From an optimization exercise on the open Yosys and OpenROAD flow, aimed at small area, a short achievable clock period and few clock cycles; shortcuts taken in it are not production practice.
Function was checked by simulation only, so behaviour that the tests miss may differ from the original.
Power figures rest on the tool's default switching activity, not on a simulated workload.

// disc_reveal_bitmap
module disc_reveal_bitmap (
  input  logic                                clk,
  input  logic                                rst_n,
  input  logic                                in_valid,
  output logic                                in_ready,
  input  logic [1:0]                          in_cmd,
  input  logic signed [23:0]                  in_world_x,
  input  logic signed [23:0]                  in_world_y,
  input  logic [3:0]                          in_radius,
  input  logic signed [7:0]                   in_cell_x,
  input  logic signed [7:0]                   in_cell_y,
  output logic                                out_valid,
  input  logic                                out_ready,
  output logic                                out_revealed_bit,
  output logic                                out_in_bounds,
  output logic signed [17:0]                  out_center_x,
  output logic signed [17:0]                  out_center_y,
  input  logic                                cfg_we,
  input  logic [2:0]                          cfg_idx,
  input  logic [23:0]                         cfg_wdata
);
  localparam int NP = 4;    
  localparam int NH = 2;    
  localparam int NQ = 4;    
  localparam logic [1:0] CMD_DISC = 2'd0;
  logic [6:0]         grid_cols_r;
  logic [6:0]         grid_rows_r;
  logic signed [23:0] origin_x_r;
  logic signed [23:0] origin_y_r;
  logic [15:0]        cell_size_r;
  always_ff @(posedge clk) begin
  ...
==> module drb_align, before the edit <==
module drb_align (
  input  logic [55:0] i,
  input  logic [15:0] d,
  input  logic [4:0]  big3_at,
  input  logic [4:0]  big4_at,
  output logic [85:0] o
);
  function automatic logic [37:0] align(input logic neg, input logic [23:0] a,
                                        input logic [1:0] sel, input logic [15:0] dd);
    logic ovf;
    ovf = (dd[15:4] == '0) && (a[23:20] >= dd[3:0]);
    case (sel)
      2'd0:    align = {neg, 1'b0, a[21:6], a[5:0], 14'd0};    
      2'd1:    align = {neg, 1'b0, a[23:8], a[7:0], 12'd0};    
      default: align = {neg, ovf, 12'd0, a[23:20], a[19:0]};   
    endcase
  endfunction
  logic [23:0] m3;
  logic [23:0] m4;
  logic [23:0] ax;
  logic [23:0] ay;
  logic        bx3;
  logic        by3;
  logic        bx4;
  logic        by4;
  logic [1:0]  sel;
  always_comb begin
    for (int k = 0; k < 24; k++) begin
      m3[k] = (big3_at <= 5'(k));
      m4[k] = (big4_at <= 5'(k));
    end
    ax = i[48:25] ^ {24{i[49]}};
    ay = i[23:0] ^ {24{i[24]}};
    bx3 = i[49] ? |(~i[48:25] & m3) : |(i[48:25] & m3);
    by3 = i[24] ? |(~i[23:0] & m3)  : |(i[23:0] & m3);
    bx4 = i[49] ? |(~i[48:25] & m4) : |(i[48:25] & m4);
    by4 = i[24] ? |(~i[23:0] & m4)  : |(i[23:0] & m4);
    if (!bx3 && !by3)      sel = 2'd0;
    else if (!bx4 && !by4) sel = 2'd1;
    else                   sel = 2'd2;
    if (i[55:54] == 2'd0) begin
      o = {i[55:50], (sel == 2'd0) ? 4'd3 : (sel == 2'd1) ? 4'd4 : 4'd10,
           align(i[49], ax, sel, d), align(i[24], ay, sel, d)};
    end else begin
      o = {i[55:50], 4'd0, 30'd0, i[32:25], 30'd0, i[7:0]};
    end
  end
endmodule
export LEC_CHECK = 0
export CAP_MARGIN = 30
export CELL_PAD_IN_SITES_DETAIL_PLACEMENT = 1
export CELL_PAD_IN_SITES_GLOBAL_PLACEMENT = 1
export CORE_MARGIN = 2
export CORE_UTILIZATION = 25
export PLACE_DENSITY = 0.35
export SLEW_MARGIN = 40
export SYNTH_HIERARCHICAL = 1
export SYNTH_MEMORY_MAX_BITS = 8192
create_clock -name core_clock -period 10.0 [get_ports {clk}]
standard.sh (not shown) runs the stock make flow with config.mk's settings and CLKGATE_MAP_FILE= SYNTH_SCRIPT=/design/flow/synth_recipe.tcl, a recipe that flattens the netlist after the stock synthesis.
==> flow/flow/run.sh <==
#!/bin/bash
set -euo pipefail
RES=orfs/results/${FLOW_PLATFORM}/disc_reveal_bitmap/base
bash standard.sh SETUP_SLACK_MARGIN=6.6 synth floorplan > std_synth_floorplan.log 2>&1
openroad -python -no_init -exit flow/place_map.py "$RES/2_floorplan.odb" 26 4 2 2 9 1 > place_map.log 2>&1
bash standard.sh SETUP_SLACK_MARGIN=6.6 finish > std_place_to_finish.log 2>&1
Other scripts of this flow, unchanged in this note and not shown: flow/flow/place_map.py
Testbench counts at the start, summed over its fixed seeds: cycles 3,621.
Then changed:
--- a/flow/design.v
+++ b/flow/design.v
@@ -340,10 +340,6 @@
   logic [23:0] m4;
   logic [23:0] ax;
   logic [23:0] ay;
-  logic        bx3;
-  logic        by3;
-  logic        bx4;
-  logic        by4;
   logic [1:0]  sel;
   always_comb begin
     for (int k = 0; k < 24; k++) begin
@@ -352,13 +348,9 @@
     end
     ax = i[48:25] ^ {24{i[49]}};
     ay = i[23:0] ^ {24{i[24]}};
-    bx3 = i[49] ? |(~i[48:25] & m3) : |(i[48:25] & m3);
-    by3 = i[24] ? |(~i[23:0] & m3)  : |(i[23:0] & m3);
-    bx4 = i[49] ? |(~i[48:25] & m4) : |(i[48:25] & m4);
-    by4 = i[24] ? |(~i[23:0] & m4)  : |(i[23:0] & m4);
-    if (!bx3 && !by3)      sel = 2'd0;
-    else if (!bx4 && !by4) sel = 2'd1;
-    else                   sel = 2'd2;
+    if (!(|(ax & m3)) && !(|(ay & m3)))      sel = 2'd0;
+    else if (!(|(ax & m4)) && !(|(ay & m4))) sel = 2'd1;
+    else                                      sel = 2'd2;
     if (i[55:54] == 2'd0) begin
       o = {i[55:50], (sel == 2'd0) ? 4'd3 : (sel == 2'd1) ? 4'd4 : 4'd10,
            align(i[49], ax, sel, d), align(i[24], ay, sel, d)};
After rerunning: Count of clock-buffer cells in the layout fell by 20. Routed wire length fell by 0.34%. Total power fell by 1.7%. Sequential power stays flat. Worst hold slack hardly moves. Area after synthesis hardly moves. Setup slack loses 0.084 ns. Clock skew rose by 0.032 ns. Synthesized cell count fell by 0.81%.
Testbench counts after the change, summed over its fixed seeds: cycles 3,621.

==> port drivers added, routing unchanged <==
Ports are ideal in the flow. The routed layouts listed here were re-timed in OpenROAD.
Step 1, drivers: a clkbuf_16 drives clk and a buf_2 each remaining input, both assumed.
Step 2 adds t to the input delays and takes it off the output delays; t is the mean of the earliest and latest rising clock arrival at the registers after step 1. Input paths then give back, and output paths get back, about the clock's delay inside the block.
a / b / c = ideal ports / drivers / drivers and shift; a / b = the first two.
run | shift t [ns] | slack for setup (ns) | slew at the worst register clock pin (ns)
the first run | 1.289 | 6.325 / 6.168 / 5.456 | 0.07 / 0.07
the second run | 1.325 | 6.241 / 6.162 / 5.382 | 0.07 / 0.07
After both steps setup and hold are still met in every run listed. For the first run, which loses most, drivers alone change the setup slack by -0.157 ns; drivers and shift together by -0.869 ns.
